From an optimization exercise on the open Yosys and OpenROAD flow, aimed at small area; shortcuts taken in it are not production practice. Function was checked by simulation only, so behaviour that the tests miss may differ from the original. Power and IR drop assume default switching activity.

==> flow/design.v (excerpt) <==
module csr_unit (
    input  logic        clk,
    input  logic        rstn,
    input  logic        stall,
    input  logic        flush,
    input  logic        req_valid,
    input  logic [2:0]  req_op,
    input  logic [13:0] req_num,
    input  logic [31:0] req_wdata,
    input  logic [31:0] req_wmask,
    input  logic [31:0] req_pc,
    input  logic [5:0]  req_ecode,
    input  logic [8:0]  req_esubcode,
    input  logic [31:0] req_badv,
    input  logic [7:0]  hw_int,
    output logic        resp_flush,
    output logic [31:0] resp_pc,
    output logic [31:0] resp_rdata,
    output logic        excp_flush,
    output logic        ertn_flush,
    output logic [8:0]  crmd
);
==> flow/config.mk <==
export PLATFORM = sky130hd
export DESIGN_NAME = csr_unit
export DESIGN_NICKNAME = csr_unit
export VERILOG_FILES = /design/flow/design.v
export SDC_FILE = /design/flow/constraint.sdc
export NUM_CORES = 4
export LEC_CHECK = 0
export CAP_MARGIN = 10
export CORE_MARGIN = 2
export CORE_UTILIZATION = 50
export PLACE_DENSITY = 0.7
export SLEW_MARGIN = 10
==> flow/constraint.sdc <==
create_clock -name core_clock -period 5.0 [get_ports {clk}]
set_input_delay 1.0000 -clock core_clock [delete_from_list [all_inputs] [get_ports {clk}]]
set_output_delay 1.0000 -clock core_clock [all_outputs]
set_load 0.01 [all_outputs]
standard.sh (not shown) runs the stock make flow with config.mk's settings and CLKGATE_MAP_FILE= SYNTH_SCRIPT=/design/flow/synth_recipe.tcl, a recipe that flattens the netlist after the stock synthesis.
==> flow/flow/run.sh <==
#!/bin/bash
# The standard layout (standard.sh) with these changes to how it is built:
#  - synthesis maps the logic with an area-oriented ABC script (abc.script here)
#    in place of ORFS's speed script; flip-flop mapping and everything else
#    in the synthesis are unchanged
#  - the port buffers are the smallest buffer, sky130_fd_sc_hd__buf_1
#  - clock tree synthesis clusters up to 15 sinks per clkbuf_8, no dummy loads
# Each step's full output goes to a log file in this folder.
set -euo pipefail
here=$(pwd)
rm -rf "$here/scripts_abc"
cp -r "$FLOW_HOME/scripts" "$here/scripts_abc"
cp "$here/flow/abc.script" "$here/scripts_abc/abc_area.script"
bash standard.sh synth ABC_AREA=1 SCRIPTS_DIR="$here/scripts_abc" > synth.log 2>&1
export BUFFER_PORTS_ARGS="-buffer_cell sky130_fd_sc_hd__buf_1"
export CTS_ARGS="-sink_clustering_enable -repair_clock_nets -dont_use_dummy_load -sink_clustering_size 15 -sink_clustering_max_diameter 60 -buf_list {sky130_fd_sc_hd__clkbuf_8}"
bash standard.sh > standard.log 2>&1
==> flow/flow/abc.script <==
&get -n
&st
&syn2
&dch
&nf -R 1000
&put
Edit:
--- a/flow/design.v
+++ b/flow/design.v
@@ -200,14 +200,12 @@
     always_ff @(posedge clk)
     begin
         if (!rstn)
         begin
             crmd_q <= 9'h008;
             prmd_q <= 3'd0;
-            lie_q  <= 13'd0;
-            is_q   <= 2'd0;
             excp_q <= 1'b0;
             ertn_q <= 1'b0;
         end
         else
         begin
             excp_q <= ce;
@@ -225,23 +223,21 @@
                     crmd_q[4:3] <= a_q[4:3];
             end
             if (ce)
                 prmd_q <= crmd_q[2:0];
             else if (w_prmd)
                 prmd_q <= a_q[2:0];
-            if (w_ecfg)
-                lie_q <= a_q[12:0] & 13'h1bff;
-            if (w_estat)
-                is_q <= a_q[1:0];
         end
     end
     wire [31:0] a_z = a_q & {32{rstn}};
     wire [14:0] c_z = c_q & {15{rstn}};
     always_ff @(posedge clk)
     begin
         if (ce || !rstn)       {esub_q, ecode_q} <= c_z;
+        if (w_ecfg || !rstn)   lie_q    <= a_z[12:0] & 13'h1bff;
+        if (w_estat || !rstn)  is_q     <= a_z[1:0];
         if (we_era || !rstn)   era_q    <= a_z;
         if (w_badv || !rstn)   badv_q   <= a_z;
         else if (e_badv)       badv_q   <= b_q;
         if (w_eentry || !rstn) eentry_q <= a_z[31:6];
         if (w_save0 || !rstn)  save0_q  <= a_z;
         if (w_save1 || !rstn)  save1_q  <= a_z;
What happened:
- power went down by 0.45%
- utilization is lower by 0.12 points
- routed wire length barely changes
- setup slack gets better by 0.012 ns
- register-to-register slack is better by 0.20 ns

========
lane 4:
The RTL this note starts from:
==> flow/design.v <==
module csr_unit (
    input  logic        clk,
    input  logic        rstn,
    input  logic        stall,
    input  logic        flush,
    input  logic        req_valid,
    input  logic [2:0]  req_op,
    input  logic [13:0] req_num,
    input  logic [31:0] req_wdata,
    input  logic [31:0] req_wmask,
    input  logic [31:0] req_pc,
    input  logic [5:0]  req_ecode,
    input  logic [8:0]  req_esubcode,
    input  logic [31:0] req_badv,
    input  logic [7:0]  hw_int,
    output logic        resp_flush,
    output logic [31:0] resp_pc,
    output logic [31:0] resp_rdata,
    output logic        excp_flush,
    output logic        ertn_flush,
    output logic [8:0]  crmd
);
    localparam logic [3:0] T_CRMD   = 4'd0;
    localparam logic [3:0] T_PRMD   = 4'd1;
    localparam logic [3:0] T_EENTRY = 4'd2;
    localparam logic [3:0] T_TICLR  = 4'd3;
    localparam logic [3:0] T_ECFG   = 4'd4;
    localparam logic [3:0] T_ESTAT  = 4'd5;
    localparam logic [3:0] T_ERA    = 4'd6;
    localparam logic [3:0] T_BADV   = 4'd7;
    localparam logic [3:0] T_SAVE0  = 4'd8;
    localparam logic [3:0] T_SAVE1  = 4'd9;
    localparam logic [3:0] T_SAVE2  = 4'd10;
    localparam logic [3:0] T_SAVE3  = 4'd11;
    localparam logic [3:0] T_TID    = 4'd12;
    localparam logic [3:0] T_TCFG   = 4'd13;
    logic [8:0]  crmd_q;
    logic [2:0]  prmd_q;
    logic [12:0] lie_q;
    logic [1:0]  is_q;
    logic        ti_q;
    logic [5:0]  ecode_q;
    logic [8:0]  esub_q;
    logic [31:0] era_q;
    logic [31:0] badv_q;
    logic [31:6] eentry_q;
    logic [31:0] save0_q, save1_q, save2_q, save3_q;
    logic [31:0] tid_q;
    logic [31:0] tcfg_q;
    logic [31:0] tval_q;
    logic        k_excp, k_ertn, k_wr;
    logic [31:0] a_q;
    logic [31:0] b_q;
    logic [14:0] c_q;
    logic        resp_flush_q;
    logic [31:0] resp_pc_q;
    logic [31:0] resp_rdata_q;
    logic        excp_q, ertn_q;
    assign resp_flush = resp_flush_q;
    assign resp_pc    = resp_pc_q;
    assign resp_rdata = resp_rdata_q;
    assign excp_flush = excp_q;
    assign ertn_flush = ertn_q;
    assign crmd       = crmd_q;
    wire [12:0] int_vec = {1'b0, ti_q, 1'b0, hw_int, is_q};
    wire        inte    = req_valid && crmd_q[2] && (|(int_vec & lie_q));
    wire op_ertn = !inte && (req_op == 3'd4);
    wire op_exc  = inte || (req_op == 3'd5) || (req_op == 3'd6);
    wire op_wr   = !inte && (req_op == 3'd2 || req_op == 3'd3);
    wire op_xchg = !inte && (req_op == 3'd3);
    wire op_rsp  = inte || (req_op != 3'd0 && req_op != 3'd1);
    wire       rsel = rstn && !flush;
    wire       hi0  = rsel && (req_num[13:7] == 7'd0);
    wire [6:0] lo  = req_num[6:0];
    wire s_crmd   = hi0 && lo == 7'h00;
    wire s_prmd   = hi0 && lo == 7'h01;
    wire s_ecfg   = hi0 && lo == 7'h04;
    wire s_estat  = hi0 && lo == 7'h05;
    wire s_era    = hi0 && lo == 7'h06;
    wire s_badv   = hi0 && lo == 7'h07;
    wire s_eentry = hi0 && lo == 7'h0c;
    wire s_save0  = hi0 && lo == 7'h30;
    wire s_save1  = hi0 && lo == 7'h31;
    wire s_save2  = hi0 && lo == 7'h32;
    wire s_save3  = hi0 && lo == 7'h33;
    wire s_tid    = hi0 && lo == 7'h40;
    wire s_tcfg   = hi0 && lo == 7'h41;
    wire s_tval   = hi0 && lo == 7'h42;
    wire s_ticlr  = hi0 && lo == 7'h44;
    wire [31:0] estat = {1'b0, esub_q, ecode_q, 3'b0, int_vec};
    wire [31:0] rdata =
          ({32{s_crmd}}   & {23'd0, crmd_q})
        | ({32{s_prmd}}   & {29'd0, prmd_q})
        | ({32{s_ecfg}}   & {19'd0, lie_q})
        | ({32{s_estat}}  & estat)
        | ({32{s_era}}    & era_q)
        | ({32{s_badv}}   & badv_q)
        | ({32{s_eentry}} & {eentry_q, 6'd0})
        | ({32{s_save0}}  & save0_q)
        | ({32{s_save1}}  & save1_q)
        | ({32{s_save2}}  & save2_q)
        | ({32{s_save3}}  & save3_q)
        | ({32{s_tid}}    & tid_q)
        | ({32{s_tcfg}}   & tcfg_q)
        | ({32{s_tval}}   & tval_q);
    logic [3:0] wcode;
    logic       wok;
    always_comb
    begin
        wok   = 1'b1;
        wcode = 4'd0;
        case (1'b1)
            s_crmd:   wcode = T_CRMD;
            s_prmd:   wcode = T_PRMD;
            s_ecfg:   wcode = T_ECFG;
            s_estat:  wcode = T_ESTAT;
            s_era:    wcode = T_ERA;
            s_badv:   wcode = T_BADV;
            s_eentry: wcode = T_EENTRY;
            s_save0:  wcode = T_SAVE0;
            s_save1:  wcode = T_SAVE1;
            s_save2:  wcode = T_SAVE2;
            s_save3:  wcode = T_SAVE3;
            s_tid:    wcode = T_TID;
            s_tcfg:   wcode = T_TCFG;
            s_ticlr:  wcode = T_TICLR;
            default:  wok = 1'b0;
        endcase
    end
    wire [31:0] wmerged = op_xchg ? ((rdata & ~req_wmask) | (req_wdata & req_wmask)) : req_wdata;
    wire [31:0] a_d     = op_exc ? req_pc : wmerged;
    wire [14:0] codes   = inte ? 15'd0 : {req_esubcode, req_ecode};
    wire [14:0] c_d     = op_exc ? codes : {11'd0, wcode};
    logic [7:0]  pc_g;    
    logic [7:0]  pc_p;    
    logic [31:0] pc4;
    always_comb
    begin
        for (int k = 0; k < 8; k++)
            pc_g[k] = (k == 7) ? &req_pc[31:30] : &req_pc[4*k+2 +: 4];
        pc_p[0] = 1'b1;
        for (int k = 1; k < 8; k++)
            pc_p[k] = pc_p[k-1] & pc_g[k-1];
        pc4[1:0] = req_pc[1:0];
        for (int i = 2; i < 32; i++)
        begin
            logic c;
            c = pc_p[(i-2)/4];
            for (int j = 2 + 4*((i-2)/4); j < i; j++)
                c = c & req_pc[j];
            pc4[i] = req_pc[i] ^ c;
        end
    end
    wire p_era = rsel && op_ertn;
    wire p_een = rsel && !op_ertn && op_exc;
    wire p_pc4 = rsel && !op_ertn && !op_exc;
    wire [31:0] rpc_d = ({32{p_era}} & era_q) | ({32{p_een}} & {eentry_q, 6'd0}) | ({32{p_pc4}} & pc4);
    wire v = rsel && req_valid;
    always_ff @(posedge clk)
    begin
        if (!rstn || !stall)
        begin
            resp_flush_q <= v && op_rsp;
            resp_pc_q    <= rpc_d;
            resp_rdata_q <= rdata;
            k_excp       <= v && op_exc;
            k_ertn       <= v && op_ertn;
            k_wr         <= v && op_wr && wok;
        end
    end
    always_ff @(posedge clk)
    begin
        if (!stall)
        begin
            a_q <= a_d;
            b_q <= req_badv;
            c_q <= c_d;
        end
    end
    wire ce = k_excp && !stall;
    wire cr = k_ertn && !stall;
    wire cw = k_wr && !stall;
    wire w_crmd   = cw && c_q[3:0] == T_CRMD;
    wire w_prmd   = cw && c_q[3:0] == T_PRMD;
    wire w_ecfg   = cw && c_q[3:0] == T_ECFG;
    wire w_estat  = cw && c_q[3:0] == T_ESTAT;
    wire w_era    = cw && c_q[3:0] == T_ERA;
    wire w_badv   = cw && c_q[3:0] == T_BADV;
    wire w_eentry = cw && c_q[3:0] == T_EENTRY;
    wire w_save0  = cw && c_q[3:0] == T_SAVE0;
    wire w_save1  = cw && c_q[3:0] == T_SAVE1;
    wire w_save2  = cw && c_q[3:0] == T_SAVE2;
    wire w_save3  = cw && c_q[3:0] == T_SAVE3;
    wire w_tid    = cw && c_q[3:0] == T_TID;
    wire w_tcfg   = cw && c_q[3:0] == T_TCFG;
    wire w_ticlr  = cw && c_q[3:0] == T_TICLR;
    wire e_badv   = ce && (c_q[5:1] == 5'b00100);   
    wire we_era   = ce || w_era;
    wire we_badv  = e_badv || w_badv;
    always_ff @(posedge clk)
    begin
        if (!rstn)
        begin
            crmd_q <= 9'h008;
            prmd_q <= 3'd0;
            lie_q  <= 13'd0;
            is_q   <= 2'd0;
            excp_q <= 1'b0;
            ertn_q <= 1'b0;
        end
        else
        begin
            excp_q <= ce;
            ertn_q <= cr;
            if (ce)
                crmd_q[2:0] <= 3'd0;
            else if (cr)
                crmd_q[2:0] <= prmd_q;
            else if (w_crmd)
                crmd_q[2:0] <= a_q[2:0];
            if (w_crmd)
            begin
                crmd_q[8:5] <= a_q[8:5];
                if (a_q[4] ^ a_q[3])
                    crmd_q[4:3] <= a_q[4:3];
            end
            if (ce)
                prmd_q <= crmd_q[2:0];
            else if (w_prmd)
                prmd_q <= a_q[2:0];
            if (w_ecfg)
                lie_q <= a_q[12:0] & 13'h1bff;
            if (w_estat)
                is_q <= a_q[1:0];
        end
    end
    wire [31:0] a_z = a_q & {32{rstn}};
    wire [31:0] b_z = b_q & {32{rstn}};
    wire [14:0] c_z = c_q & {15{rstn}};
    always_ff @(posedge clk)
    begin
        if (ce || !rstn)       {esub_q, ecode_q} <= c_z;
        if (we_era || !rstn)   era_q    <= a_z;
        if (w_badv || !rstn)   badv_q   <= a_z;
        else if (e_badv)       badv_q   <= b_z;
        if (w_eentry || !rstn) eentry_q <= a_z[31:6];
        if (w_save0 || !rstn)  save0_q  <= a_z;
        if (w_save1 || !rstn)  save1_q  <= a_z;
        if (w_save2 || !rstn)  save2_q  <= a_z;
        if (w_save3 || !rstn)  save3_q  <= a_z;
        if (w_tid || !rstn)    tid_q    <= a_z;
    end
    wire        tcfg_we  = w_tcfg || !rstn;
    wire [31:0] tcfg_n   = (a_z & {32{tcfg_we}}) | (tcfg_q & {32{!tcfg_we}});
    always_ff @(posedge clk)
        tcfg_q <= tcfg_n;
    wire        en       = tcfg_n[0];
    logic [7:0]  tz_g;    
    logic [7:0]  tz_p;    
    logic [31:0] tval_m1;
    always_comb
    begin
        for (int k = 0; k < 8; k++)
            tz_g[k] = ~|tval_q[4*k +: 4];
        tz_p[0] = 1'b1;
        for (int k = 1; k < 8; k++)
            tz_p[k] = tz_p[k-1] & tz_g[k-1];
        for (int i = 0; i < 32; i++)
        begin
            logic b;
            b = tz_p[i/4];
            for (int j = 4*(i/4); j < i; j++)
                b = b & !tval_q[j];
            tval_m1[i] = tval_q[i] ^ b;
        end
    end
    wire        at_zero  = &tz_g;
    wire        load     = en && (w_tcfg || (at_zero && tcfg_n[1]));
    wire        dec      = en && (tval_q != 32'hffff_ffff);
    wire        ti_clr   = w_ticlr && a_q[0] && ti_q;
    wire [31:0] tval_d = load ? {tcfg_n[31:2], 2'b00} : tval_m1;
    always_ff @(posedge clk)
    begin
        if (load || dec || !rstn)
            tval_q <= tval_d & {32{rstn}};
    end
    always_ff @(posedge clk)
    begin
        if (!rstn)
        begin
            ti_q     <= 1'b0;
        end
        else
        begin
            if (ti_clr)
                ti_q <= 1'b0;
            else if (en && !w_tcfg && at_zero)
                ti_q <= 1'b1;
        end
    end
endmodule
clock: 5.0 ns
lec_check: 0
cap_margin: 10
core_margin: 2
core_utilization: 65
place_density: 0.75
slew_margin: 10
Scripts as last shown in full above: flow/flow/run.sh, flow/flow/abc.script
> inputs changed (lane 4 -> lane 3)
--- a/flow/design.v
+++ b/flow/design.v
@@ -235,14 +235,13 @@
         end
     end
     wire [31:0] a_z = a_q & {32{rstn}};
-    wire [31:0] b_z = b_q & {32{rstn}};
     wire [14:0] c_z = c_q & {15{rstn}};
     always_ff @(posedge clk)
     begin
         if (ce || !rstn)       {esub_q, ecode_q} <= c_z;
         if (we_era || !rstn)   era_q    <= a_z;
         if (w_badv || !rstn)   badv_q   <= a_z;
-        else if (e_badv)       badv_q   <= b_z;
+        else if (e_badv)       badv_q   <= b_q;
         if (w_eentry || !rstn) eentry_q <= a_z[31:6];
         if (w_save0 || !rstn)  save0_q  <= a_z;
         if (w_save1 || !rstn)  save1_q  <= a_z;
@@ -255,14 +254,18 @@
     always_ff @(posedge clk)
         tcfg_q <= tcfg_n;
     wire        en       = tcfg_n[0];
+    wire        at_zero  = (tval_q == 32'd0);
+    wire        load     = en && (w_tcfg || (at_zero && tcfg_n[1]));
+    wire        dec      = en && (tval_q != 32'hffff_ffff);
+    wire        ti_clr   = w_ticlr && a_q[0] && ti_q;
     logic [7:0]  tz_g;    
     logic [7:0]  tz_p;    
-    logic [31:0] tval_m1;
+    logic [31:0] tval_nx;
     always_comb
     begin
         for (int k = 0; k < 8; k++)
             tz_g[k] = ~|tval_q[4*k +: 4];
-        tz_p[0] = 1'b1;
+        tz_p[0] = dec;
         for (int k = 1; k < 8; k++)
             tz_p[k] = tz_p[k-1] & tz_g[k-1];
         for (int i = 0; i < 32; i++)
@@ -271,19 +274,12 @@
             b = tz_p[i/4];
             for (int j = 4*(i/4); j < i; j++)
                 b = b & !tval_q[j];
-            tval_m1[i] = tval_q[i] ^ b;
-        end
-    end
-    wire        at_zero  = &tz_g;
-    wire        load     = en && (w_tcfg || (at_zero && tcfg_n[1]));
-    wire        dec      = en && (tval_q != 32'hffff_ffff);
-    wire        ti_clr   = w_ticlr && a_q[0] && ti_q;
-    wire [31:0] tval_d = load ? {tcfg_n[31:2], 2'b00} : tval_m1;
-    always_ff @(posedge clk)
-    begin
-        if (load || dec || !rstn)
-            tval_q <= tval_d & {32{rstn}};
-    end
+            tval_nx[i] = tval_q[i] ^ b;
+        end
+    end
+    wire        tld    = load || !rstn;
+    always_ff @(posedge clk)
+        tval_q <= tld ? {tcfg_n[31:2], 2'b00} : tval_nx;
     always_ff @(posedge clk)
     begin
         if (!rstn)
Findings:
All of lane 3 and lane 4 finish clean. Re post-synthesis register bit count: no difference whatsoever between lane 4 and lane 3. Area growth from synthesis to layout, lane 3 and lane 4: lower on lane 4. From lane 4 to lane 3 the numbers moved as follows: total non-filler cell area in the finished layout fell by 230 µm², total wire length after detailed routing stayed essentially flat, met1 routed wirelength after detailed routing rose by 0.31%, share of cell area taken by muxes after synthesis rose by 0.17 points. Worst setup slack: lane 3 > lane 4. Final cell count of lane 4 is on par with lane 3. Compared with lane 4, lane 3 is the more power-hungry design. Number of buffers other than clock buffers in the final layout: lane 3 > lane 4. Delta (lane 3 minus lane 4): full die area went down 520 µm²; critical path depth went down 1.

[re-timing with driven ports]
No port has a modelled driver above. Below, the same layouts with a new extraction and two added sets of constraints.
Step 1: set_driving_cell puts a clkbuf_16 on clk and a buf_2 on each other input, an assumption about the parent block.
Step 2, shift: input delay + t, output delay - t, t = (earliest + latest rising clock arrival at the registers) / 2. This alone moves slack from input paths to output paths.
Three values: ideal ports, drivers, drivers and shift; two values: the first two.
run | t (ns) | setup WS [ns] | hold WS [ns] | clock arrival spread, ns
the first run of note 1 | 0.664 | 1.030 / 1.057 / 0.393 | 0.504 / 0.504 / 0.504 | 0.050 / 0.050
the second run of note 1 | 0.633 | 1.043 / 1.071 / 0.437 | 0.495 / 0.495 / 0.495 | 0.070 / 0.069
lane 4 | 0.603 | 0.777 / 0.777 / 0.244 | 0.508 / 0.508 / 0.508 | 0.072 / 0.073
lane 3 | 0.615 | 0.995 / 1.020 / 0.405 | 0.514 / 0.514 / 0.514 | 0.055 / 0.055
After both steps setup and hold are still met in every run listed. The setup slack of the first run of note 1, which loses most, moves by +0.027 ns with the drivers and by -0.637 ns with both steps.
